Source: an optimization exercise on an open RTL-to-GDS flow (aim: small area and few clock cycles per item). Production flows keep margins and buffers that such runs may drop.
Only simulation tests tie the RTL to the original design; equivalence was not proved.

run B:
==> flow/design.v (excerpt) <==
module pid_regulator_deadband_clamp #(
  parameter int GAIN_FRAC_BITS = 8,
  parameter int SUM_WIDTH      = 32
) (
  input  logic                                clk,
  input  logic                                rst,
  input  logic                                cfg_we,
  input  logic [prdc_pkg::CFG_IDX_W-1:0]      cfg_index,
  input  logic [prdc_pkg::CFG_DATA_W-1:0]     cfg_data,
  input  logic                                in_valid,
  output logic                                in_stall,
  input  logic [2*prdc_pkg::DATA_W-1:0]       in_data,
  output logic                                out_valid,
  input  logic                                out_stall,
  output logic [prdc_pkg::DATA_W:0]           out_data
);
Settings: LEC_CHECK=0, CAP_MARGIN=20, CORE_MARGIN=2, CORE_UTILIZATION=75, CTS_BUF_LIST=sky130_fd_sc_hd__clkbuf_8, CTS_CLUSTER_SIZE=7, SLEW_MARGIN=20, SYNTH_HIERARCHICAL=1, SYNTH_MINIMUM_KEEP_SIZE=0; clock period 10.0 ns.
run.sh (not shown) runs the stock make flow with config.mk's settings and CLKGATE_MAP_FILE= SYNTH_SCRIPT=/design/flow/synth_recipe.tcl, a recipe that flattens the netlist after the stock synthesis.
Testbench counts of run B, summed over its fixed seeds: cycles 16,676, items 16,384.
#### Input delta (run D over run B)
- CORE_UTILIZATION changed from 75 to 55
Findings:
Run D has initial core utilization below what run B had. Against run B, run D reports a non-clock buffer total of the final layout that is higher. Summary of run D over run B: design area increased by about 1.4% relative to the old numbers, met3 demand-to-capacity share in global routing decreased by 13 points relative to the old numbers. Re number of flip-flops and latches: no difference whatsoever between run D and run B.

========
pid_regulator_deadband_clamp, a different RTL version from the one above (not shown whole).
For scale: about 190 flip-flops, roughly 34000 um2 of cells after synthesis.
export LEC_CHECK = 0
export CAP_MARGIN = 20
export CORE_MARGIN = 2
export CORE_UTILIZATION = 50
export GPL_TIMING_DRIVEN = 0
export SLEW_MARGIN = 20
export SYNTH_HIERARCHICAL = 1
export SYNTH_MINIMUM_KEEP_SIZE = 0
create_clock -name core_clock -period 10.0 [get_ports {clk}]
Testbench counts at the start, summed over its fixed seeds: cycles 16,676, items 16,384.
Change:
- CAP_MARGIN: 20 -> 5
- CORE_UTILIZATION: 50 -> 65
- GPL_TIMING_DRIVEN: 0 -> default
- SLEW_MARGIN: 20 -> 5
Synthesized area stays the same.
Wire length falls by 10%.
Die area fell by 23%.
Setup slack is better by 0.090 ns.
Design area fell by 1.4%.
Clock-buffer cell count is unchanged.
Final cell count falls by 8.7%.
Global-route usage is higher by 6.4 points.
Change:
- CAP_MARGIN: 5 -> 20
- SLEW_MARGIN: 5 -> 20
What happened: The changed run went through all stages and came out clean. Register-to-register slack stays flat. Non-clock buffer count does not change. Clock skew stays the same. Worst setup slack is unchanged.

========
RTL: one of the versions met above, not the one the previous note started from.
Size: ~190 flip-flops, about 75 I/O pins, roughly 0.033 mm^2 of cells after synthesis.
clock: 10.0 ns
lec_check: 0
cap_margin: 20
core_margin: 2
core_utilization: 65
cts_buf_list: sky130_fd_sc_hd__clkbuf_8
cts_cluster_size: 7
slew_margin: 20
synth_hierarchical: 1
synth_minimum_keep_size: 0
The baseline finished with timing, DRC and antenna clean.
Testbench counts at the start, summed over its fixed seeds: cycles 16,676, items 16,384.
Rerun with:
ABC_AREA = 1   (was unset)
CORE_UTILIZATION = 75   (was 65)
Effect: Critical path depth fell by 3. Clock-buffer cell count stays the same. Global-route usage rises by 8.2 points. Cell count increases by 6.6%. Synthesized cell count goes up by 11%. First-iteration DRC count went up by 38%. Core utilization grows by 9.2 points. Worst hold slack improved by 0.030 ns. Routed wire length climbs by 3.6%. Design area decreases by 2.8%.

========
pid_regulator_deadband_clamp again, from the RTL that the note above started with.
==> flow/config.mk <==
export PLATFORM = sky130hd
export DESIGN_NAME = pid_regulator_deadband_clamp
export DESIGN_NICKNAME = pid_regulator_deadband_clamp
export VERILOG_FILES = /design/flow/design.v
export SDC_FILE = /design/flow/constraint.sdc
export NUM_CORES = 4
export LEC_CHECK = 0
export CAP_MARGIN = 20
export CORE_MARGIN = 2
export CORE_UTILIZATION = 65
export SLEW_MARGIN = 20
export SYNTH_HIERARCHICAL = 1
export SYNTH_MINIMUM_KEEP_SIZE = 0
==> flow/constraint.sdc <==
create_clock -name core_clock -period 10.0 [get_ports {clk}]
set_input_delay 2.0000 -clock core_clock [delete_from_list [all_inputs] [get_ports {clk}]]
set_output_delay 2.0000 -clock core_clock [all_outputs]
set_load 0.01 [all_outputs]
Testbench counts at the start, summed over its fixed seeds: cycles 16,676, items 16,384.
==> next run, changes <==
ABC_AREA = 1   (was default)
CTS_BUF_LIST = sky130_fd_sc_hd__clkbuf_8   (was default)
CTS_CLUSTER_SIZE = 7   (was default)
Effect: Synthesized cell count grows by 11%. Utilization shrinks by 1.6 points. Routed wire length grows by 0.33%. Sequential share of layout area grows by 0.42 points.

static timing again, ports no longer ideal:
How much do the figures lean on ideal ports? The routed layouts below were timed once more, with nothing changed but the port constraints.
Step 1: set_driving_cell puts a clkbuf_16 on clk and a buf_2 on each other input, an assumption about the parent block.
Step 2, shift: input delay + t, output delay - t, t = (earliest + latest rising clock arrival at the registers) / 2. This alone moves slack from input paths to output paths.
Three values: ideal, step 1, step 2; two values: the first two.
run	shift t [ns]	setup WS [ns]	worst setup path after step 2
run B	0.543	0.110 / 0.110 / -0.068	input to register
run D	0.540	0.410 / 0.410 / 0.059	input to register
the first run of note 2	0.514	0.149 / 0.086 / -0.110	input to register
the second run of note 2	0.505	0.239 / 0.183 / 0.107	input to register
the third run of note 2	0.505	0.239 / 0.183 / 0.107	input to register
the first run of note 3	0.540	0.241 / 0.241 / 0.113	input to register
the second run of note 3	0.557	0.647 / 0.687 / 0.130	input to register
the first run of note 4	0.502	0.270 / 0.270 / 0.095	input to register
the second run of note 4	0.540	0.578 / 0.578 / 0.212	input to register
With both steps, setup timing fails in run B and the first run of note 2, where it was met with ideal ports. The setup slack of the second run of note 3, which loses most, moves by +0.040 ns with the drivers and by -0.517 ns with both steps.
